Source: an optimization exercise on an open RTL-to-GDS flow (aim: small area). Production flows keep margins and buffers that such runs may drop.
RTL that was checked went through simulation tests only; none was proved equivalent to the original.
No functional check of the RTL was part of run 4.
No activity file was given, so power comes from the tool's default toggle rates.

==> design/flow/design.v <==
package regfile_pkg;
    typedef enum logic [1:0] {
        RD_HOLD    = 2'd0,
        RD_CAPTURE = 2'd1,
        RD_REFRESH = 2'd2
    } rd_action_e;
endpackage
module regfile_rdport
#(
    parameter int REG_WIDTH   = 32,
    parameter int REGNO_WIDTH = 5
) (
    input  logic                                        clk,
    input  logic                                        rst,
    input  logic                                        stall,
    input  logic [REGNO_WIDTH-1:0]                      rd_no,
    input  logic [REG_WIDTH-1:0]                        rd_val,
    input  logic [REGNO_WIDTH-1:0]                      addr,
    input  logic [((1<<REGNO_WIDTH)-1)*REG_WIDTH-1:0]   mem,
    output logic [REG_WIDTH-1:0]                        val
);
    localparam int DEPTH = 1 << REGNO_WIDTH;
    logic [REGNO_WIDTH-1:0] addr_q;
    logic                   refresh;
    logic                   cap;
    logic                   sel_ref;
    logic                   sel_hold;
    logic [REG_WIDTH-1:0]   val_nxt;
    assign refresh  = (rd_no != '0) && (rd_no == addr_q);
    assign cap      = ~rst & ~stall;
    assign sel_ref  = ~rst & stall & refresh;
    assign sel_hold = ~rst & stall & ~refresh;
    always_comb begin
        val_nxt = (rd_val & {REG_WIDTH{sel_ref}}) | (val & {REG_WIDTH{sel_hold}});
        for (int i = 1; i < DEPTH; i++) begin
            val_nxt = val_nxt | (mem[(i-1)*REG_WIDTH +: REG_WIDTH]
                                 & {REG_WIDTH{cap && (addr == REGNO_WIDTH'(i))}});
        end
    end
    always_ff @(posedge clk) begin
        if (rst) begin
            addr_q <= '0;
        end else if (!stall) begin
            addr_q <= addr;
        end
        val <= val_nxt;
    end
endmodule
module regfile
#(
    parameter int REG_WIDTH   = 32,
    parameter int REGNO_WIDTH = 5
) (
    input  logic                   clk,
    input  logic                   rst,
    input  logic                   i_stall,
    input  logic [REGNO_WIDTH-1:0] i_rd_no,
    input  logic [REG_WIDTH-1:0]   i_rd_val,
    input  logic [REGNO_WIDTH-1:0] i_rs_no,
    input  logic [REGNO_WIDTH-1:0] i_rt_no,
    output logic [REG_WIDTH-1:0]   o_rs_val,
    output logic [REG_WIDTH-1:0]   o_rt_val
);
    localparam int DEPTH = 1 << REGNO_WIDTH;
    logic [(DEPTH-1)*REG_WIDTH-1:0] mem_flat;
    for (genvar i = 1; i < DEPTH; i++) begin : g_row
        logic we;
        logic hold;
        logic [REG_WIDTH-1:0] q;
        assign we   = ~rst & (i_rd_no == REGNO_WIDTH'(i));
        assign hold = ~rst & (i_rd_no != REGNO_WIDTH'(i));
        always_ff @(posedge clk) begin
            q <= (q & {REG_WIDTH{hold}}) | (i_rd_val & {REG_WIDTH{we}});
        end
        assign mem_flat[(i-1)*REG_WIDTH +: REG_WIDTH] = q;
    end
    regfile_rdport #(
        .REG_WIDTH   (REG_WIDTH),
        .REGNO_WIDTH (REGNO_WIDTH)
    ) u_rdport_rs (
        .clk    (clk),
        .rst    (rst),
        .stall  (i_stall),
        .rd_no  (i_rd_no),
        .rd_val (i_rd_val),
        .addr   (i_rs_no),
        .mem    (mem_flat),
        .val    (o_rs_val)
    );
    regfile_rdport #(
        .REG_WIDTH   (REG_WIDTH),
        .REGNO_WIDTH (REGNO_WIDTH)
    ) u_rdport_rt (
        .clk    (clk),
        .rst    (rst),
        .stall  (i_stall),
        .rd_no  (i_rd_no),
        .rd_val (i_rd_val),
        .addr   (i_rt_no),
        .mem    (mem_flat),
        .val    (o_rt_val)
    );
endmodule
==> design/flow/flow/run.sh <==
#!/bin/bash
# Own flow: the standard synthesis, then its logic (not its flip-flops) replaced by a
# hand-mapped netlist (gen_netlist.py), then the standard layout from floorplan on.
set -euo pipefail
# Layout choices: small clock buffers, no dummy clock loads, minimum-size port buffers.
export CTS_ARGS="-sink_clustering_enable -repair_clock_nets -dont_use_dummy_load -buf_list {sky130_fd_sc_hd__clkbuf_4 sky130_fd_sc_hd__clkbuf_8} -sink_clustering_size 14 -sink_clustering_max_diameter 50"
export BUFFER_PORTS_ARGS="-buffer_cell sky130_fd_sc_hd__buf_1"
R=orfs/results/${FLOW_PLATFORM}/regfile/base
bash standard.sh synth > log_1_standard_synth.log 2>&1
cp $R/1_2_yosys.v $R/1_2_yosys_standard.v
python3 flow/gen_netlist.py $R/1_2_yosys_standard.v $R/1_2_yosys.v > log_2_gen_netlist.log 2>&1
rm -f $R/1_synth.odb $R/1_synth.sdc
bash standard.sh synth > log_3_netlist_to_odb.log 2>&1
bash standard.sh > log_4_layout.log 2>&1
test -f out/final.def
==> design/flow/flow/gen_netlist.py <==
#!/usr/bin/env python3
"""Write a hand-mapped netlist of the register file.

usage: gen_netlist.py STD_NETLIST OUT_NETLIST

STD_NETLIST is the standard synthesis's netlist (1_2_yosys.v). Its flip-flops are kept as they
are (instance name, cell type, Q net); only the logic between them is replaced by a structural
mapping onto sky130_fd_sc_hd cells:
  - storage bit:   D = a22o(q, hold_row, wdata, we_row)
  - read port bit: 33 one-hot terms (31 rows, stall refresh, hold) in 11 a222oi, combined by
                   nand4/nand4/nand3 and or3
  - held index:    D = a22o(addr_q, hold_all, addr, capture_all)
The logic is the same as rtl/ (regfile.sv, regfile_rdport.sv) computes, bit for bit.
"""
import re
import sys

P = "sky130_fd_sc_hd__"
W = 32
N = 5
DEPTH = 1 << N
PORTS = (("rs", "i_rs_no", "o_rs_val"), ("rt", "i_rt_no", "o_rt_val"))


def esc(name):
    """A net or instance name as Verilog text."""
    if re.fullmatch(r"[A-Za-z_][A-Za-z0-9_$]*(\[\d+\])?", name):
        return name
    return "\\" + name + " "


def parse_flops(text):
    flops = {}
    for m in re.finditer(r"^\s*(" + P + r"\w+)\s+(\\\S+|\w+)\s*\((.*?)\);", text, re.M | re.S):
        cell, inst, body = m.group(1), m.group(2), m.group(3)
        if "df" not in cell[len(P):]:
            continue
        pins = dict(re.findall(r"\.(\w+)\(\s*(\\\S+|[\w\[\]]+)\s*\)", body))
        inst = inst[1:] if inst.startswith("\\") else inst
        q = pins["Q"]
        q = q[1:] if q.startswith("\\") else q
        flops[inst] = (cell, q)
    return flops


class Net:
    def __init__(self):
        self.cells = []
        self.wires = []
        self.n = 0

    def wire(self, base):
        self.n += 1
        name = f"{base}_{self.n}"
        self.wires.append(name)
        return name

    def cell(self, kind, out_pin, ins, base, out=None):
        if out is None:
            out = self.wire(base)
        pins = ", ".join(f".{p}({esc(v)})" for p, v in ins) + f", .{out_pin}({esc(out)})"
        self.cells.append(f"  {P}{kind} g_{len(self.cells)} ({pins});")
        return out

    def inv(self, a, base="n"):
        return self.cell("inv_1", "Y", [("A", a)], base)

    def nor2(self, a, b, base="n", out=None, size=1):
        return self.cell(f"nor2_{size}", "Y", [("A", a), ("B", b)], base, out)

    def and4(self, a, b, c, d, base="n"):
        return self.cell("and4_1", "X", [("A", a), ("B", b), ("C", c), ("D", d)], base)

    def nor3(self, a, b, c, base="n"):
        return self.cell("nor3_1", "Y", [("A", a), ("B", b), ("C", c)], base)

    def nor4(self, a, b, c, d, base="n"):
        return self.cell("nor4_1", "Y", [("A", a), ("B", b), ("C", c), ("D", d)], base)

    def nand2(self, a, b, base="n"):
        return self.cell("nand2_1", "Y", [("A", a), ("B", b)], base)

    def nand3(self, a, b, c, base="n"):
        return self.cell("nand3_1", "Y", [("A", a), ("B", b), ("C", c)], base)

    def nand4(self, a, b, c, d, base="n"):
        return self.cell("nand4_1", "Y", [("A", a), ("B", b), ("C", c), ("D", d)], base)

    def and2(self, a, b, base="n", size=1):
        return self.cell(f"and2_{size}", "X", [("A", a), ("B", b)], base)

    def buf(self, a, base="n", size=4):
        return self.cell(f"buf_{size}", "X", [("A", a)], base)

    def or3(self, a, b, c, base="n", out=None):
        return self.cell("or3_1", "X", [("A", a), ("B", b), ("C", c)], base, out)

    def xnor2(self, a, b, base="n"):
        return self.cell("xnor2_1", "Y", [("A", a), ("B", b)], base)

    def a22o(self, a1, a2, b1, b2, base="n", out=None):
        return self.cell("a22o_1", "X", [("A1", a1), ("A2", a2), ("B1", b1), ("B2", b2)], base, out)

    def a222oi(self, terms, base="n"):
        pins = []
        for (s, d), (x, y) in zip(terms, (("A1", "A2"), ("B1", "B2"), ("C1", "C2"))):
            pins += [(x, d), (y, s)]
        return self.cell("a222oi_1", "Y", pins, base)


def main():
    std_path, out_path = sys.argv[1], sys.argv[2]
    text = open(std_path).read()
    flops = parse_flops(text)

    # The flip-flops this mapping drives, by role.
    want = {}
    for i in range(1, DEPTH):
        for b in range(W):
            want[f"g_row[{i}].q[{b}]$_DFF_P_"] = ("row", i, b)
    for p, _, oname in PORTS:
        for b in range(W):
            want[f"u_rdport_{p}.val[{b}]$_DFF_P_"] = ("val", p, b)
        for k in range(N):
            want[f"u_rdport_{p}.addr_q[{k}]$_SDFFE_PP0N_"] = ("addr", p, k)
    if set(flops) != set(want):
        extra = sorted(set(flops) - set(want))[:5]
        missing = sorted(set(want) - set(flops))[:5]
        sys.exit(f"flip-flops differ from the expected set: extra {extra} missing {missing}")
    for inst, (cell, q) in flops.items():
        if cell != P + "dfxtp_1":
            sys.exit(f"{inst} is {cell}, expected dfxtp_1")

    qnet = {}
    for inst, role in want.items():
        qnet[role] = flops[inst][1]

    g = Net()
    rst, stall = "rst", "i_stall"
    rd = [f"i_rd_no[{k}]" for k in range(N)]
    rdn = [g.inv(rd[k], "rdn") for k in range(N)]

    def lit(bits, nbits, v, k):
        """The literal that is 1 when bit k of index v matches: bits[k] or its complement."""
        return bits[k] if (v >> k) & 1 else nbits[k]

    def clit(bits, nbits, v, k):
        """The complement of lit()."""
        return nbits[k] if (v >> k) & 1 else bits[k]

    rstn = g.cell("inv_4", "Y", [("A", rst)], "rstn")
    cap = g.nor2(rst, stall, "cap", size=4)    # ~rst & ~stall
    stalln = g.inv(stall, "stalln")
    hld = g.nor2(rst, stalln, "hld", size=2)   # ~rst & stall

    # Write decode: we_r = ~rst & (rd_no == r); hold_r = ~rst & ~(rd_no == r).
    lo = [g.nor2(clit(rd, rdn, k, 1), clit(rd, rdn, k, 0), "wlo", size=2) for k in range(4)]
    hi = [g.and4(rstn, lit(rd, rdn, m << 2, 4), lit(rd, rdn, m << 2, 3),
                 lit(rd, rdn, m << 2, 2), "whi") for m in range(8)]
    # Each row line drives 32 bits, so it comes straight from an and2_4.
    we = {}
    hold = {}
    for r in range(1, DEPTH):
        we[r] = g.and2(hi[r >> 2], lo[r & 3], f"we{r}", 4)
        hold[r] = g.and2(g.nand2(hi[r >> 2], lo[r & 3], f"dn{r}"), rstn, f"hold{r}", 4)

    for r in range(1, DEPTH):
        for b in range(W):
            q = qnet[("row", r, b)]
            g.a22o(q, hold[r], f"i_rd_val[{b}]", we[r], out=f"d_row{r}_{b}")

    # rd_no != 0
    nz = g.nand2(g.nor4(rd[0], rd[1], rd[2], rd[3], "z4"), rdn[4], "nz")

    for p, iname, oname in PORTS:
        a = [f"{iname}[{k}]" for k in range(N)]
        an = [g.inv(a[k], f"{p}an") for k in range(N)]
        aq = [qnet[("addr", p, k)] for k in range(N)]
        for k in range(N):
            g.a22o(aq[k], hld, a[k], cap, out=f"d_{p}addr{k}")
        # Stall refresh: rd_no != 0 and rd_no == addr_q.
        eq = [g.xnor2(rd[k], aq[k], f"{p}eq") for k in range(N)]
        t1 = g.nand4(eq[0], eq[1], eq[2], eq[3], f"{p}t1")
        t2 = g.nand2(eq[4], nz, f"{p}t2")
        rf = g.nor2(t1, t2, f"{p}rf")
        sel_ref = g.and2(rf, hld, f"{p}selref", 4)
        rfn = g.inv(rf, f"{p}rfn")
        sel_hold = g.and2(rfn, hld, f"{p}selhold", 4)
        # Capture selects: cap & (addr == j).
        plo = [g.nor2(clit(a, an, k, 1), clit(a, an, k, 0), f"{p}lo", size=2) for k in range(4)]
        phi = [g.and4(cap, lit(a, an, m << 2, 4), lit(a, an, m << 2, 3),
                      lit(a, an, m << 2, 2), f"{p}hi") for m in range(8)]
        sel = {j: g.and2(phi[j >> 2], plo[j & 3], f"{p}sel{j}", 4) for j in range(1, DEPTH)}
        for b in range(W):
            val = qnet[("val", p, b)]
            terms = [(sel_hold, val), (sel_ref, f"i_rd_val[{b}]")]
            terms += [(sel[j], qnet[("row", j, b)]) for j in range(1, DEPTH)]
            ys = [g.a222oi(terms[3 * t:3 * t + 3], f"{p}y") for t in range(len(terms) // 3)]
            n0 = g.nand4(*ys[0:4], f"{p}n")
            n1 = g.nand4(*ys[4:8], f"{p}n")
            n2 = g.nand3(*ys[8:11], f"{p}n")
            g.or3(n0, n1, n2, out=f"d_{p}val{b}")

    dnet = {}
    for inst, role in want.items():
        kind = role[0]
        if kind == "row":
            dnet[inst] = f"d_row{role[1]}_{role[2]}"
        elif kind == "val":
            dnet[inst] = f"d_{role[1]}val{role[2]}"
        else:
            dnet[inst] = f"d_{role[1]}addr{role[2]}"

    out = []
    out.append("module regfile(clk, rst, i_stall, i_rd_no, i_rd_val, i_rs_no, i_rt_no, o_rs_val, o_rt_val);")
    out.append("  input clk;\n  input rst;\n  input i_stall;\n  input [4:0] i_rd_no;\n  input [31:0] i_rd_val;")
    out.append("  input [4:0] i_rs_no;\n  input [4:0] i_rt_no;\n  output [31:0] o_rs_val;\n  output [31:0] o_rt_val;")
    declared = set()
    for inst, (cell, q) in sorted(flops.items()):
        if not q.startswith("o_r") and q not in declared:
            declared.add(q)
            out.append(f"  wire {esc(q)};")
    for w in g.wires:
        out.append(f"  wire {w};")
    for d in sorted(set(dnet.values())):
        out.append(f"  wire {d};")
    for inst, (cell, q) in sorted(flops.items()):
        out.append(f"  {cell} {esc(inst)} (.CLK(clk), .D({dnet[inst]}), .Q({esc(q)}));")
    out += g.cells
    out.append("endmodule")
    open(out_path, "w").write("\n".join(out) + "\n")


if __name__ == "__main__":
    main()
==> design/flow/standard.sh <==
#!/bin/bash
# synth_recipe.tcl (not shown) runs the flow's synth.tcl, then flattens the netlist and writes it again
# the make line also repeats each setting of config.mk as NAME=value (left out here)
make -C /OpenROAD-flow-scripts/flow DESIGN_CONFIG=/design/flow/config.mk WORK_HOME=/design/flow/orfs CLKGATE_MAP_FILE= SYNTH_SCRIPT=/design/flow/synth_recipe.tcl "${@:-finish}"
==> design/flow/config.mk <==
export PLATFORM = sky130hd
export DESIGN_NAME = regfile
export DESIGN_NICKNAME = regfile
export VERILOG_FILES = /design/flow/design.v
export SDC_FILE = /design/flow/constraint.sdc
export NUM_CORES = 4
export LEC_CHECK = 0
export ABC_AREA = 1
export CAP_MARGIN = 20
export CELL_PAD_IN_SITES_DETAIL_PLACEMENT = 1
export CELL_PAD_IN_SITES_GLOBAL_PLACEMENT = 1
export CORE_MARGIN = 2
export CORE_UTILIZATION = 40
export SETUP_SLACK_MARGIN = 0.5
export SLEW_MARGIN = 20
==> design/flow/constraint.sdc <==
create_clock -name core_clock -period 4.0 [get_ports {clk}]
set_input_delay 0.8000 -clock core_clock [delete_from_list [all_inputs] [get_ports {clk}]]
set_output_delay 0.8000 -clock core_clock [all_outputs]
set_load 0.01 [all_outputs]
==> results of run 1 <==
[sequential cells by signal (all words and copies together), names as in the netlist]
signal	flops
u_rdport_rs.addr_q	5
u_rdport_rt.val	32
u_rdport_rt.addr_q	5
u_rdport_rs.val	32
g_row.q	992
[metrics by stage]
stage | setup WS [ps] | power (mW) | util
2_1_floorplan | 1673 | 11.47 | -
3_3_place_gp | 391.3 | 12.10 | 0.4257
3_5_place_dp | 367.4 | 12.14 | 0.4257
4_1_cts | 1125 | 18.81 | 0.4438
5_1_grt | 877.1 | 19.32 | 0.4439
6_report | 878.8 | 18.81 | 0.4440
[layout by cell type, fill, tap and decap left out]
cell type	count
or3_1	64
diode_2	7
nor2_4	1
and4_1	24
inv_1	18
nor2_1	2
nand4_1	130
nor4_1	1
a222oi_1	704
and2_4	128
clkbuf_2	31
buf_1	82
buf_4	16
clkbuf_8	132
a22o_1	1002
xnor2_1	10
nor2_2	13
dfxtp_1	1066
nand2_1	34
nand3_1	64
inv_4	1
[power by group through the flow]
stage / clock network (mW) / logic (mW) / registers, mW
6_report: 6.85 / 1.07 / 10.9
5_1_grt: 7.34 / 1.07 / 10.9
4_1_cts: 6.90 / 1.02 / 10.9
3_5_place_dp: 0 / 1.02 / 11.1
3_3_place_gp: 0 / 0.991 / 11.1
2_1_floorplan: 0 / 0.386 / 11.1
[final cells by class]
cell class	count	share of cell area
flip-flops and latches	1066	0.4799
diodes	7	0.0003939
clock buffers	132	0.04086
repair buffers	129	0.01311
multi-input cells	2177	0.4275
inverters	19	0.001660
well taps	1298	0.03652
[critical path, cell delays in order (launching register included)]
cell      delay, ps
dfxtp_1         370
xnor2_1         140
nand4_1         110
nor2_1          260
inv_1            70
and2_4          390
a222oi_1        530
nand4_1         560
or3_1           530
[metal layers]
metal | vias up | part of all wire | wire length [um] | track usage
met4 | 2 | 0.087 | 19630 | 0.3212
met2 | 3656 | 0.41 | 93570 | 0.6140
met1 | 20790 | 0.36 | 82690 | 0.5213
met5 | - | 0.000071 | 16 | 0
li1 | 15650 | - | - | -
met3 | 981 | 0.14 | 30840 | 0.1342
[worst min-delay path by stage]
stage | slack [ps] | end | from
after global placement | 480 | g_row[11].q[20] | g_row[11].q[20]
after global routing | 370 | u_rdport_rt.addr_q[0] | i_rt_no[0]
after CTS | 310 | u_rdport_rt.addr_q[1] | i_rt_no[1]
final | 370 | u_rdport_rt.addr_q[1] | i_rt_no[1]
after floorplan | 470 | g_row[11].q[0] | g_row[11].q[0]
after detailed placement | 490 | u_rdport_rt.addr_q[1] | u_rdport_rt.addr_q[1]
==> results.cfg, run 1 <==
[global_routing]
grt_pass1_wl_um = 312800
antenna_found_initial = 6
overflow = 0
grt_start_max_net_pins = 40
grt.total_usage = 0.4230
grt_pass1_vias = 40950

[cells_and_area]
regArea_mm2 = 0.02134
syn_to_final_growth_pct = 9.997
instances_no_fill = 4828
final_nets = 3575
final_layout_size_suffix_gt1_frac = 0.09140
multi_input_area_mm2 = 0.01901
fillers = 10520
final_area_mm2 = 0.04447

[place]
portBuffers = 113
place_area_mm2 = 0.04263
dp.cells = 4689
globalplace.congestion = 0.9344
hpwlAfterDp_um = 119500

[clock_network]
h-tree-depth = 4
insertion_delay_ps = 860
cts_tree = done
postCtsSetupBuffers = 0
path_clk_slew_ps = 60
clock_sinks = 1066
hold_buffers = 0
root_buffer = clkbuf_8
cts_buffers = 132
cts_resized = 0
cts_buffer_depth = 3

[critical_path]
cp_max_fo = 32
r2r_slack_ps = 880
worstPathArrival_ps = 3810
worstPathRequired_ps = 4690
startpoint = u_rdport_rs.addr_q[2]
cp-end-kind = flop
worstSetupPathType = reg -> reg
r2r_end = u_rdport_rs.val[17]
ff2ff_path_depth = 8
rr_startpoint = u_rdport_rs.addr_q[2]
crit_path_start_kind = flop
crit_path_end = u_rdport_rs.val[17]

[pwr]
vdd_drop_max_uv = 259.7
leakage_nw = 15.85
combinationalPowerShare = 0.057
swShare = 0.2620
pwr-share-clk = 0.364
p_int_mw = 13.88
netSwitchingPower_mw = 4.929
p_per_area_mw_per_mm2 = 423.1
p_seq_frac = 0.579

[die]
core_mm2 = 0.1001
ios = 114
row_count = 116
die_area_mm2 = 0.1036
die_w_um = 321.9
die_h_um = 321.9
initial_core_util = 0.4036

[synth]
syn_inst = 3262
synth_area_mm2 = 0.04042
synth_warnings = 2
synth_area_per_cell_um2 = 12.39

[sta]
hold_viol = 0
timing.hold.ws_ps = 366.4
setup_violations = 0
maxSlewHeadroom = 0.3027
slew_violations = 0
period_share = 0.7803
worst_slew_pin_slew_ps = 1046
period_minus_slack_ps = 3121
finalSetupTns_ps = 0
clock.fmax_mhz = 320.4
finClkSkew_ps = 66.62
rsz0062_at_grt = false

[detailed_routing]
wl_per_cell_um = 46.97
ant_nets = 0
vias = 41080
route.detailed.drc = 0
viasPerCell = 8.508
wirelength_um = 226800
drtPass1Iterations = 14
drt_iter0_markers = 8942

[min_path]
hold_class = in -> reg
whs_path_depth = 2

[job]
max-cap-violations = 0

[status]
run_status = finished clean
==> run 2: changes to the inputs <==
--- a/design/flow/flow/run.sh
+++ b/design/flow/flow/run.sh
@@ -3,7 +3,7 @@
 # hand-mapped netlist (gen_netlist.py), then the standard layout from floorplan on.
 set -euo pipefail
 # Layout choices: small clock buffers, no dummy clock loads, minimum-size port buffers.
-export CTS_ARGS="-sink_clustering_enable -repair_clock_nets -dont_use_dummy_load -buf_list {sky130_fd_sc_hd__clkbuf_4 sky130_fd_sc_hd__clkbuf_8} -sink_clustering_size 14 -sink_clustering_max_diameter 50"
+export CTS_ARGS="-sink_clustering_enable -repair_clock_nets -dont_use_dummy_load -buf_list {sky130_fd_sc_hd__clkbuf_4 sky130_fd_sc_hd__clkbuf_8} -sink_clustering_size 18 -sink_clustering_max_diameter 60"
 export BUFFER_PORTS_ARGS="-buffer_cell sky130_fd_sc_hd__buf_1"
 R=orfs/results/${FLOW_PLATFORM}/regfile/base
 bash standard.sh synth > log_1_standard_synth.log 2>&1
==> run 2 against run 1 <==
  * Hold slack better by 57 ps
  * Synthesized area unchanged
  * Global-route usage decreased by 0.33 points
  * Critical path type is now in -> reg
  * Clock skew grew 41 ps
  * Final area is 1.0% lower
  * Register-to-register slack better by 90 ps
  * Combinational power about the same
  * Largest power group unchanged
  * Largest cell class unchanged
  * Die area unchanged
==> results.cfg, run 2 <==
[detailed_routing]
drtPass1Iterations = 11
drt_iter0_markers = 9061
viasPerCell = 8.543
route.detailed.drc = 0
ant_nets = 0
vias = 40960
wl_per_cell_um = 47.11
wirelength_um = 225900

[critical_path]
cp_slowest_cell = nand4_1
path_cells = buf_1, xnor2_1, nand4_1, nor2_1, inv_1, and2_4, a222oi_1, nand4_1, or3_1
cp_max_fo = 32
cp_slowest_stage_delay_ps = 560
r2r_slack_ps = 970
startpoint = i_rd_no[3]
rr_startpoint = u_rdport_rt.addr_q[2]
crit_path_start_kind = input pin
worstPathRequired_ps = 4660
cp-end-kind = flop
ff2ff_path_depth = 8
worstPathArrival_ps = 3710
cp_common_cell = nand4_1
worstSetupPathType = in -> reg
r2r_end = u_rdport_rt.val[14]

[synth]
synth_warnings = 2
synth_area_per_cell_um2 = 12.39
synth_area_mm2 = 0.04042
syn_inst = 3262

[sta]
period_minus_slack_ps = 3051
setup_violations = 0
fin_ws_ps = 949.0
hold_viol = 0
rsz0062_at_grt = false
finalSetupTns_ps = 0
period_share = 0.7627
finClkSkew_ps = 108.1
clock.fmax_mhz = 327.8
maxSlewHeadroom = 0.3187
slew_violations = 0
worst_slew_pin_slew_ps = 1022

[die]
ios = 114
core_mm2 = 0.1001
die_w_um = 321.9
die_area_mm2 = 0.1036
initial_core_util = 0.4036
die_h_um = 321.9
row_count = 116

[global_routing]
grt_pass1_vias = 40910
grt_util_met3 = 0.1307
grtUsageMet1 = 0.5164
overflow = 0
busiest_layer = met2
grt_pass1_wl_um = 311500
grt.total_usage = 0.4197
grtUsageMet2 = 0.6118
antenna_found_initial = 6
grt_start_max_net_pins = 40

[min_path]
holdPathEnd = u_rdport_rt.addr_q[1]
hp-start = i_rt_no[1]
hold_class = in -> reg
whs_path_depth = 2

[cells_and_area]
largest_register_ffs = 992
final_common_cell = dfxtp_1
final_area_mm2 = 0.04402
regMostFlops = g_row.q
final_layout_size_suffix_gt1_frac = 0.08307
syn_to_final_growth_pct = 8.896
layout_common_cells = dfxtp_1 (1066), a22o_1 (1002), a222oi_1 (704)
final_nets = 3543
top_regs = g_row.q (992), u_rdport_rs.val (32), u_rdport_rt.val (32)

[clock_network]
path_clk_slew_ps = 80
hold_buffers = 0
h-tree-depth = 3
cts_buffer_depth = 3
postCtsSetupBuffers = 0
root_buffer = clkbuf_8
cts_tree = done
cts_resized = 0
clock_sinks = 1066
insertion_delay_ps = 840
cts_buffers = 100

[pwr]
combinationalPowerShare = 0.060
p_seq_frac = 0.608
netSwitchingPower_mw = 4.726
vdd_drop_max_uv = 269.2
leakage_nw = 15.62
p_int_mw = 13.17
swShare = 0.2640
p_per_area_mw_per_mm2 = 406.6
pwr-share-clk = 0.332
power_mw = 17.90

[job]
max-cap-violations = 0

[status]
run_status = finished clean

[place]
pre_cts_slack_ps = 367.4
hpwlAfterDp_um = 119500
portBuffers = 113
globalplace.congestion = 0.9344
place_area_mm2 = 0.04263
-- run 2: power by group through the flow --
stage               logic [mW]  registers, mW  clock network (mW)
floorplan                0.386           11.1                   0
global placement         0.991           11.1                   0
detailed placement        1.02           11.1                   0
CTS                       1.02           10.9                6.00
global route              1.07           10.9                6.40
finish                    1.07           10.9                5.94
-- run 2: final cells by class --
| type | instances | area (um^2) |
|---|---|---|
| tap | 1298 | 1624 |
| inverter | 19 | 73.82 |
| clock buffer | 100 | 1376 |
| multi-input combinational | 2177 | 19010 |
| antenna | 5 | 12.51 |
| fill | 10510 | 56130 |
| timing repair buffer | 129 | 583.1 |
| sequential | 1066 | 21340 |
-- run 2: metrics by stage --
stage	std cells	hold WS, ps	util
global placement	4689	481.8	0.4257
detailed placement	4689	488.4	0.4257
CTS	4789	370.1	0.4394
finish	4794	423.1	0.4396
global route	4790	425.6	0.4395
floorplan	3262	470.2	-
-- run 2: worst max path at each step --
| stage | to | slack [ps] |
|---|---|---|
| 3_3_place_gp | u_rdport_rs.val[28] | 390 |
| 2_1_floorplan | u_rdport_rs.val[0] | 1670 |
| 6_report | u_rdport_rt.val[14] | 950 |
| 5_1_grt | u_rdport_rt.val[14] | 960 |
| 4_1_cts | u_rdport_rt.val[17] | 1150 |
| 3_5_place_dp | u_rdport_rs.val[28] | 370 |
-- run 2: worst max-delay path, delay by kind of cell --
| kind | cells | cell delay (ps) |
|---|---|---|
| and+or+nand+nor | 5 | 1820 |
| AOI/OAI and AO/OA | 1 | 490 |
| buffers and inverters | 2 | 390 |
| xor gates and xnor gates | 1 | 170 |
-- run 2: metal layers --
layer | wire length (um) | share of wire | vias to the layer above
met5 | 11 | 0.000049 | -
li1 | - | - | 15570
met1 | 82180 | 0.36 | 20860
met3 | 30390 | 0.13 | 977
met4 | 19680 | 0.087 | 2
met2 | 93600 | 0.41 | 3550
==> run 3: changes to the inputs <==
==> design/flow/flow/run.sh (replaced) <==
#!/bin/bash
# Own flow: the standard synthesis, then its logic (not its flip-flops) replaced by a
# hand-mapped netlist (gen_netlist.py), then the standard layout from floorplan on.
set -euo pipefail
R=orfs/results/${FLOW_PLATFORM}/regfile/base
bash standard.sh synth > log_1_standard_synth.log 2>&1
cp $R/1_2_yosys.v $R/1_2_yosys_standard.v
python3 flow/gen_netlist.py $R/1_2_yosys_standard.v $R/1_2_yosys.v > log_2_gen_netlist.log 2>&1
rm -f $R/1_synth.odb $R/1_synth.sdc
bash standard.sh synth > log_3_netlist_to_odb.log 2>&1
bash standard.sh > log_4_layout.log 2>&1
test -f out/final.def
--- a/design/flow/flow/gen_netlist.py
+++ b/design/flow/flow/gen_netlist.py
@@ -65,11 +65,8 @@
     def inv(self, a, base="n"):
         return self.cell("inv_1", "Y", [("A", a)], base)
 
-    def nor2(self, a, b, base="n", out=None, size=1):
-        return self.cell(f"nor2_{size}", "Y", [("A", a), ("B", b)], base, out)
-
-    def and4(self, a, b, c, d, base="n"):
-        return self.cell("and4_1", "X", [("A", a), ("B", b), ("C", c), ("D", d)], base)
+    def nor2(self, a, b, base="n", out=None):
+        return self.cell("nor2_1", "Y", [("A", a), ("B", b)], base, out)
 
     def nor3(self, a, b, c, base="n"):
         return self.cell("nor3_1", "Y", [("A", a), ("B", b), ("C", c)], base)
@@ -86,11 +83,8 @@
     def nand4(self, a, b, c, d, base="n"):
         return self.cell("nand4_1", "Y", [("A", a), ("B", b), ("C", c), ("D", d)], base)
 
-    def and2(self, a, b, base="n", size=1):
-        return self.cell(f"and2_{size}", "X", [("A", a), ("B", b)], base)
-
-    def buf(self, a, base="n", size=4):
-        return self.cell(f"buf_{size}", "X", [("A", a)], base)
+    def and2(self, a, b, base="n"):
+        return self.cell("and2_1", "X", [("A", a), ("B", b)], base)
 
     def or3(self, a, b, c, base="n", out=None):
         return self.cell("or3_1", "X", [("A", a), ("B", b), ("C", c)], base, out)
@@ -148,21 +142,19 @@
         """The complement of lit()."""
         return nbits[k] if (v >> k) & 1 else bits[k]
 
-    rstn = g.cell("inv_4", "Y", [("A", rst)], "rstn")
-    cap = g.nor2(rst, stall, "cap", size=4)    # ~rst & ~stall
+    cap = g.nor2(rst, stall, "cap")        # ~rst & ~stall
     stalln = g.inv(stall, "stalln")
-    hld = g.nor2(rst, stalln, "hld", size=2)   # ~rst & stall
+    hld = g.nor2(rst, stalln, "hld")       # ~rst & stall
 
     # Write decode: we_r = ~rst & (rd_no == r); hold_r = ~rst & ~(rd_no == r).
-    lo = [g.nor2(clit(rd, rdn, k, 1), clit(rd, rdn, k, 0), "wlo", size=2) for k in range(4)]
-    hi = [g.and4(rstn, lit(rd, rdn, m << 2, 4), lit(rd, rdn, m << 2, 3),
-                 lit(rd, rdn, m << 2, 2), "whi") for m in range(8)]
-    # Each row line drives 32 bits, so it comes straight from an and2_4.
+    lo = [g.nor2(clit(rd, rdn, k, 1), clit(rd, rdn, k, 0), "wlo") for k in range(4)]
+    hi = [g.nor4(rst, clit(rd, rdn, m << 2, 4), clit(rd, rdn, m << 2, 3),
+                 clit(rd, rdn, m << 2, 2), "whi") for m in range(8)]
     we = {}
     hold = {}
     for r in range(1, DEPTH):
-        we[r] = g.and2(hi[r >> 2], lo[r & 3], f"we{r}", 4)
-        hold[r] = g.and2(g.nand2(hi[r >> 2], lo[r & 3], f"dn{r}"), rstn, f"hold{r}", 4)
+        we[r] = g.and2(hi[r >> 2], lo[r & 3], f"we{r}")
+        hold[r] = g.nor2(rst, we[r], f"hold{r}")
 
     for r in range(1, DEPTH):
         for b in range(W):
@@ -183,14 +175,15 @@
         t1 = g.nand4(eq[0], eq[1], eq[2], eq[3], f"{p}t1")
         t2 = g.nand2(eq[4], nz, f"{p}t2")
         rf = g.nor2(t1, t2, f"{p}rf")
-        sel_ref = g.and2(rf, hld, f"{p}selref", 4)
-        rfn = g.inv(rf, f"{p}rfn")
-        sel_hold = g.and2(rfn, hld, f"{p}selhold", 4)
+        sel_ref = g.and2(rf, hld, f"{p}selref")
+        hldn = g.inv(hld, f"{p}hldn")
+        sel_hold = g.nor2(rf, hldn, f"{p}selhold")
         # Capture selects: cap & (addr == j).
-        plo = [g.nor2(clit(a, an, k, 1), clit(a, an, k, 0), f"{p}lo", size=2) for k in range(4)]
-        phi = [g.and4(cap, lit(a, an, m << 2, 4), lit(a, an, m << 2, 3),
-                      lit(a, an, m << 2, 2), f"{p}hi") for m in range(8)]
-        sel = {j: g.and2(phi[j >> 2], plo[j & 3], f"{p}sel{j}", 4) for j in range(1, DEPTH)}
+        plo = [g.nor2(clit(a, an, k, 1), clit(a, an, k, 0), f"{p}lo") for k in range(4)]
+        capn = g.inv(cap, f"{p}capn")
+        phi = [g.nor4(capn, clit(a, an, m << 2, 4), clit(a, an, m << 2, 3),
+                      clit(a, an, m << 2, 2), f"{p}hi") for m in range(8)]
+        sel = {j: g.and2(phi[j >> 2], plo[j & 3], f"{p}sel{j}") for j in range(1, DEPTH)}
         for b in range(W):
             val = qnet[("val", p, b)]
             terms = [(sel_hold, val), (sel_ref, f"i_rd_val[{b}]")]
==> design/flow/config.mk (replaced) <==
export PLATFORM = sky130hd
export DESIGN_NAME = regfile
export DESIGN_NICKNAME = regfile
export VERILOG_FILES = /design/flow/design.v
export SDC_FILE = /design/flow/constraint.sdc
export NUM_CORES = 4
export LEC_CHECK = 0
export ABC_AREA = 1
export CAP_MARGIN = 20
export CORE_MARGIN = 2
export CORE_UTILIZATION = 40
export SLEW_MARGIN = 20
==> run 3 against run 2 <==
  * First-iteration DRC count up 6.3%
  * Final cell count up 5.3%
  * Sequential power about the same
  * Non-clock buffer count up 198
  * Combinational power up 9%
  * Synthesized area down 1.5%
  * Critical endpoint is now u_rdport_rt.val[30]
  * Highest routed layer unchanged
==> results.cfg, run 3 <==
[critical_path]
cp_slowest_stage_delay_ps = 1130
worstPathRequired_ps = 4670
cp-end-kind = flop
path_cells = clkdlybuf4s50_1, inv_1, nand2_1, nand2_1, nor2_1, and2_2, a222oi_1, nand4_1, or3_1
worstPathArrival_ps = 4130
cp_slowest_cell = and2_2
crit_path_start_kind = input pin
cp_common_cell = nand2_1
cp_max_fo = 32
worstSetupPathType = in -> reg

[detailed_routing]
drt_iter0_markers = 9636
ant_nets = 0
route.detailed.drc = 0
wirelength_um = 198600
viasPerCell = 7.944
drtPass1Iterations = 13
vias = 40110
wl_per_cell_um = 39.34

[synth]
synth_area_per_cell_um2 = 12.32
synth_area_mm2 = 0.03981
synth_warnings = 2
syn_inst = 3232

[die]
core_mm2 = 0.09856
die_w_um = 319.5
die_area_mm2 = 0.1021
initial_core_util = 0.4039
row_count = 115
ios = 114
die_h_um = 319.5

[cells_and_area]
instances_no_fill = 5049
final_nets = 3721
layout_common_cells = dfxtp_1 (1066), a22o_1 (1002), a222oi_1 (704)
multi_input_area_mm2 = 0.01874
fillers = 8729
final_common_cell = dfxtp_1
top_regs = g_row.q (992), u_rdport_rs.val (32), u_rdport_rt.val (32)
syn_to_final_growth_pct = 22.68
regArea_mm2 = 0.02134
regMostFlops = g_row.q
largest_register_ffs = 992
final_layout_size_suffix_gt1_frac = 0.1304

[clock_network]
hold_buffers = 0
clock_sinks = 1066
insertion_delay_ps = 730
h-tree-depth = 3
cts_resized = 0
postCtsSetupBuffers = 0
path_clk_slew_ps = 60
root_buffer = clkbuf_16
cts_buffer_depth = 3
cts_tree = done
cts_buffers = 110

[pwr]
power_mw = 22.55
p_per_area_mw_per_mm2 = 461.9
vdd_drop_max_uv = 369.6
leakage_nw = 17.89

[global_routing]
antenna_found_initial = 19
grt_pass1_wl_um = 276000
overflow = 0
grt_start_max_net_pins = 34
grt_pass1_vias = 37070
grt.total_usage = 0.3702

[sta]
maxSlewHeadroom = 0.1375
slew_violations = 0
worst_slew_pin_slew_ps = 1294
rsz0062_at_grt = false
hold_viol = 0
setup_violations = 0
finClkSkew_ps = 45.11
clock.fmax_mhz = 289.3
finalSetupTns_ps = 0
period_minus_slack_ps = 3456
fin_ws_ps = 543.6
period_share = 0.8641

[place]
hpwlAfterDp_um = 117000
pre_cts_slack_ps = 66.02
portBuffers = 113
dp.cells = 4839
globalplace.congestion = 0.9302

[status]
run_status = finished clean

[job]
max-cap-violations = 0

[min_path]
hold_class = reg -> reg
==> run 3: path summary, 6_finish.rpt <==
path                    startpoint               endpoint  slack [ps]  depth (start not counted)
min reg2reg  u_rdport_rt.addr_q[1]  u_rdport_rt.addr_q[1]         500                          1
max reg2reg  u_rdport_rt.addr_q[1]    u_rdport_rt.val[30]        1120                          7
min          u_rdport_rt.addr_q[1]  u_rdport_rt.addr_q[1]         500                          1
max                     i_rd_no[4]    u_rdport_rt.val[30]         540                          9
==> run 3: through the flow <==
stage          hold WS (ps)  cell area (um^2)  utilization
2_1_floorplan         470.2             39810            -
3_3_place_gp          482.0             44980       0.4564
3_5_place_dp          487.0             45060       0.4571
4_1_cts               503.9             48670       0.4938
5_1_grt               514.7             48820       0.4954
6_report              504.3             48830       0.4955
==> run 3: final cells by class <==
cell class | count | share of cell area
diodes | 5 | 0.0002562
clock buffers | 161 | 0.06526
clock inverters | 37 | 0.008839
inverters | 20 | 0.001537
multi-input cells | 2146 | 0.3838
flip-flops and latches | 1066 | 0.4370
well taps | 1287 | 0.03297
repair buffers | 327 | 0.07036
==> run 3: where the power goes <==
group          internal, mW  switching [mW]
logic                 0.313           0.861
registers              10.8           0.121
clock network          6.01            4.49
==> run 3: routing by layer <==
layer  share of wire  global-route usage  up-vias
met4           0.073              0.2322        8
met2            0.39              0.4952     3713
li1                -                   -    16040
met1            0.37              0.4900    19640
met3            0.17              0.1500      708
met5         0.00023           0.0004728        -
==> run 3: worst max-delay path: cells and delay by family <==
| family | cells | cell delay, ps |
|---|---|---|
| and+or+nand+nor | 6 | 2180 |
| buffers and inverters | 2 | 900 |
| AOI/OAI and AO/OA | 1 | 230 |
==> run 4: changes to the inputs <==
==> design/flow/design.v (replaced) <==
package regfile_pkg;
    typedef enum logic [1:0] {
        RD_HOLD    = 2'd0,
        RD_CAPTURE = 2'd1,
        RD_REFRESH = 2'd2
    } rd_action_e;
endpackage
module regfile_rdport
#(
    parameter int REG_WIDTH   = 32,
    parameter int REGNO_WIDTH = 5
) (
    input  logic                   clk,
    input  logic                   rst,
    input  logic                   stall,
    input  logic [REGNO_WIDTH-1:0] rd_no,
    input  logic [REG_WIDTH-1:0]   rd_val,
    input  logic [REGNO_WIDTH-1:0] addr,
    input  logic [REG_WIDTH-1:0]   rdata,
    output logic [REG_WIDTH-1:0]   val
);
    logic [REGNO_WIDTH-1:0] addr_q;
    logic [REG_WIDTH-1:0]   val_nxt;
    logic [REG_WIDTH-1:0]   capture_val;
    regfile_pkg::rd_action_e action;
    always_comb begin
        capture_val = rdata;
    end
    always_comb begin
        action = regfile_pkg::RD_HOLD;
        if (!stall) begin
            action = regfile_pkg::RD_CAPTURE;
        end else if (rd_no != '0 && rd_no == addr_q) begin
            action = regfile_pkg::RD_REFRESH;
        end
    end
    always_comb begin
        val_nxt = val;
        unique case (action)
            regfile_pkg::RD_CAPTURE: val_nxt = capture_val;
            regfile_pkg::RD_REFRESH: val_nxt = rd_val;
            regfile_pkg::RD_HOLD:    val_nxt = val;
            default:    val_nxt = val;
        endcase
    end
    always_ff @(posedge clk) begin
        if (rst) begin
            addr_q <= '0;
            val    <= '0;
        end else begin
            if (!stall) begin
                addr_q <= addr;
            end
            val <= val_nxt;
        end
    end
endmodule
module regfile
#(
    parameter int REG_WIDTH   = 32,
    parameter int REGNO_WIDTH = 5
) (
    input  logic                   clk,
    input  logic                   rst,
    input  logic                   i_stall,
    input  logic [REGNO_WIDTH-1:0] i_rd_no,
    input  logic [REG_WIDTH-1:0]   i_rd_val,
    input  logic [REGNO_WIDTH-1:0] i_rs_no,
    input  logic [REGNO_WIDTH-1:0] i_rt_no,
    output logic [REG_WIDTH-1:0]   o_rs_val,
    output logic [REG_WIDTH-1:0]   o_rt_val
);
    localparam int DEPTH = 1 << REGNO_WIDTH;
    logic [REG_WIDTH-1:0] mem [DEPTH];
    logic [REG_WIDTH-1:0] rs_data;
    logic [REG_WIDTH-1:0] rt_data;
    assign rs_data = (i_rs_no == '0) ? '0 : mem[i_rs_no];
    assign rt_data = (i_rt_no == '0) ? '0 : mem[i_rt_no];
    always_ff @(posedge clk) begin
        if (rst) begin
            for (int i = 0; i < DEPTH; i++) begin
                mem[i] <= '0;
            end
        end else if (i_rd_no != '0) begin
            mem[i_rd_no] <= i_rd_val;
        end
    end
    regfile_rdport #(
        .REG_WIDTH   (REG_WIDTH),
        .REGNO_WIDTH (REGNO_WIDTH)
    ) u_rdport_rs (
        .clk    (clk),
        .rst    (rst),
        .stall  (i_stall),
        .rd_no  (i_rd_no),
        .rd_val (i_rd_val),
        .addr   (i_rs_no),
        .rdata  (rs_data),
        .val    (o_rs_val)
    );
    regfile_rdport #(
        .REG_WIDTH   (REG_WIDTH),
        .REGNO_WIDTH (REGNO_WIDTH)
    ) u_rdport_rt (
        .clk    (clk),
        .rst    (rst),
        .stall  (i_stall),
        .rd_no  (i_rd_no),
        .rd_val (i_rd_val),
        .addr   (i_rt_no),
        .rdata  (rt_data),
        .val    (o_rt_val)
    );
endmodule
==> design/flow/run.sh (new file) <==
#!/bin/bash
# synth_recipe.tcl (not shown) runs the flow's synth.tcl, then flattens the netlist and writes it again
# the make line also repeats each setting of config.mk as NAME=value (left out here)
make -C /OpenROAD-flow-scripts/flow DESIGN_CONFIG=/design/flow/config.mk WORK_HOME=/design/flow/orfs CLKGATE_MAP_FILE= SYNTH_SCRIPT=/design/flow/synth_recipe.tcl finish
--- a/design/flow/config.mk
+++ b/design/flow/config.mk
@@ -5,7 +5,6 @@
 export SDC_FILE = /design/flow/constraint.sdc
 export NUM_CORES = 4
 export LEC_CHECK = 0
-export ABC_AREA = 1
 export CAP_MARGIN = 20
 export CORE_MARGIN = 2
 export CORE_UTILIZATION = 40
removed: design/flow/flow/run.sh
removed: design/flow/flow/gen_netlist.py
removed: design/flow/standard.sh
==> run 4 against run 3 <==
  * Synthesized area rose by 47%
  * Flip-flop and latch count rose by 32
  * Critical endpoint is now o_rs_val[7]
  * Highest routed layer unchanged
  * Final cell count rose by 23%
  * Register-to-register slack improved by 810 ps
  * Critical path type is now reg -> out
==> results.cfg, run 4 <==
[synth]
syn_inst = 4137
synth.most_common_cell = edfxtp_1
synth_cell_types = 56
synth_area_mm2 = 0.05858
yosys-top-cells-area = edfxtp_1 (52%), mux4_2 (16%), and2_1 (11%)
yosys.area.top_type = edfxtp_1
ys_seq_area_frac = 0.5502
synthArstFlopShare = 0
synth_area_per_cell_um2 = 14.16
synth_top_area_share = 0.5249
synth-edff-count = 1024
synth_warnings = 2
synth_seq_cells = 1098
synthTopCellsByCount = edfxtp_1 (1024), and2_1 (994), mux4_2 (405)
synth_flop_cell = edfxtp_1

[clock_network]
path_clk_slew_ps = 60
cts_buffers = 119
postCtsSetupBuffers = 0
h-tree-depth = 3
hold_buffers = 0
clock_sinks = 1098
insertion_delay_ps = 750
cts_tree = done
cts_buffer_depth = 3
root_buffer = clkbuf_16
cts_resized = 0

[critical_path]
cp_slowest_stage_delay_ps = 640
cp-end-kind = output port
cp_max_fo = 2
crit_family = buffers and inverters
worstPathArrival_ps = 2000
crit_path_start_kind = flop
worstPathRequired_ps = 3200
cp_slowest_cell = clkdlybuf4s50_1
worstSetupPathType = reg -> out
r2r_slack_ps = 1930
path_cells = clkdlybuf4s50_1
path_buf_inv = 1

[cells_and_area]
fin_util = 0.4574
final_nets = 4265
final_layout_size_suffix_gt1_frac = 0.2261
syn_to_final_growth_pct = 13.66
largest_register_ffs = 1024
final_common_cell = edfxtp_1
instances_no_fill = 6230
layout_common_cells = edfxtp_1 (1024), and2_1 (994), mux4_2 (405)
final_area_mm2 = 0.06658
regMostFlops = mem
fillers = 12690
top_regs = mem (1024), u_rdport_rs.val (32), u_rdport_rt.val (32)
diodes = 0

[sta]
hold_viol = 0
rsz0062_at_grt = false
maxSlewHeadroom = 0.2252
finalSetupTns_ps = 0
setup_violations = 0
clock.fmax_mhz = 357.7
period_minus_slack_ps = 2796
finClkSkew_ps = 28.18
period_share = 0.6990
worst_slew_pin_slew_ps = 1159
timing.hold.ws_ps = 477.9
slew_violations = 0
fin_ws_ps = 1204

[place]
globalplace.congestion = 0.8941
hpwlAfterDp_um = 127100
portBuffers = 113
place_area_mm2 = 0.06268
pre_cts_slack_ps = 556.0
dp.cells = 6010

[job]
max-cap-violations = 0

[global_routing]
overflow = 0
grt_start_max_net_pins = 74
grt_pass1_vias = 37260
antenna_found_initial = 14
grt.total_usage = 0.2600
grt_pass1_wl_um = 279500

[min_path]
hold_class = in -> reg

[pwr]
leakage_nw = 23.80
vdd_drop_max_uv = 371.7
p_per_area_mw_per_mm2 = 428.0
power_mw = 28.50

[detailed_routing]
drtPass1Iterations = 6
wirelength_um = 196400
viasPerCell = 6.010
vias = 37440
drt_iter0_markers = 4227
wl_per_cell_um = 31.53
route.detailed.drc = 0
ant_nets = 0

[die]
row_count = 140
die_area_mm2 = 0.1495
die_w_um = 386.7
ios = 114
die_h_um = 386.7
core_mm2 = 0.1456
initial_core_util = 0.4024

[status]
run_status = finished clean
run 4: changes by cell type in the layout (fill, tap and decap cells not counted), moves of 63 or more:
cell,delta
mux2i_1,+361
o21ai_0,+73
and2_2,-68
dfxtp_1,-992
or3_1,-63
nand4_1,-125
nor3_1,+65
and2_1,+967
edfxtp_1,+1024
nor2_1,+165
a222oi_1,-704
mux4_2,+405
a22o_1,-990
run 4: routing by layer:
layer	up-vias	GRT usage	wire, um
li1	15760	-	-
met1	19350	0.3510	79080
met2	1927	0.4000	89020
met3	388	0.06653	19190
met4	12	0.1065	9038
met5	-	0	74
run 4: logic make-up after synthesis:
group	share of synthesized area
compound gates	0.04970
xor+xnor	0.001346
buf+inv	0.03533
flops	0.5502
mux	0.2211
other cells	0.00006402
simple gates	0.1423
run 4: final timing paths:
| kind | startpoint | end | cells after the start |
|---|---|---|---|
| max | u_rdport_rs.val[7] | o_rs_val[7] | 1 |
| min | rst | mem[0][20] | 1 |
| max reg2reg | mem[1][26] | u_rdport_rs.val[26] | 5 |
| min reg2reg | u_rdport_rs.val[25] | u_rdport_rs.val[25] | 2 |
run 4: final cells by class:
class                      count  area (um^2)  share of cell area
clock inverter                63        590.6            0.008870
timing repair buffer         349         3423             0.05142
sequential                  1098        32230              0.4841
tap                         1917         2399             0.03603
clock buffer                 156         3301             0.04958
multi-input combinational   2647        24630              0.3700
run 4: power by group:
group	total [mW]	internal (mW)	switching (mW)
Combinational	3.65	1.53	2.12
Sequential	13.7	13.3	0.420
Clock	11.2	6.46	4.71
Total	28.5	21.2	7.25

re-timing with driven ports:
The flow's constraints put no driver on any port. The routed layouts listed below were extracted and timed again, unchanged, in two steps. Step 1 (the two cells are an assumption about what drives the block):
set clk [get_ports {clk}]
set_driving_cell -lib_cell sky130_fd_sc_hd__clkbuf_16 $clk
set_driving_cell -lib_cell sky130_fd_sc_hd__buf_2 [delete_from_list [all_inputs] $clk]
Step 2 times the ports against the registers' clock, not the clock port: input delays grow and output delays shrink by t, the midpoint of the rising clock arrivals with the driver on. Three values: ideal, step 1, step 2; two values: the first two.
run	shift t [ns]	slack for setup (ns)	worst setup path after step 2	slew at the worst register clock pin (ns)	worst data-port slew with drivers (ns)
run 1	0.901	0.879 / 0.879 / 0.030	input to register	0.09 / 0.09	0.06
run 2	0.857	0.949 / 0.975 / 0.140	input to register	0.12 / 0.12	0.06
run 3	0.778	0.544 / 0.586 / -0.193	input to register	0.07 / 0.07	0.24
run 4	0.809	1.204 / 1.129 / 0.477	input to register	0.07 / 0.07	0.17
With both steps, setup timing fails in run 3, where it was met with ideal ports. The setup slack of run 1, which loses most, moves by 0.000 ns with the drivers and by -0.849 ns with both steps.
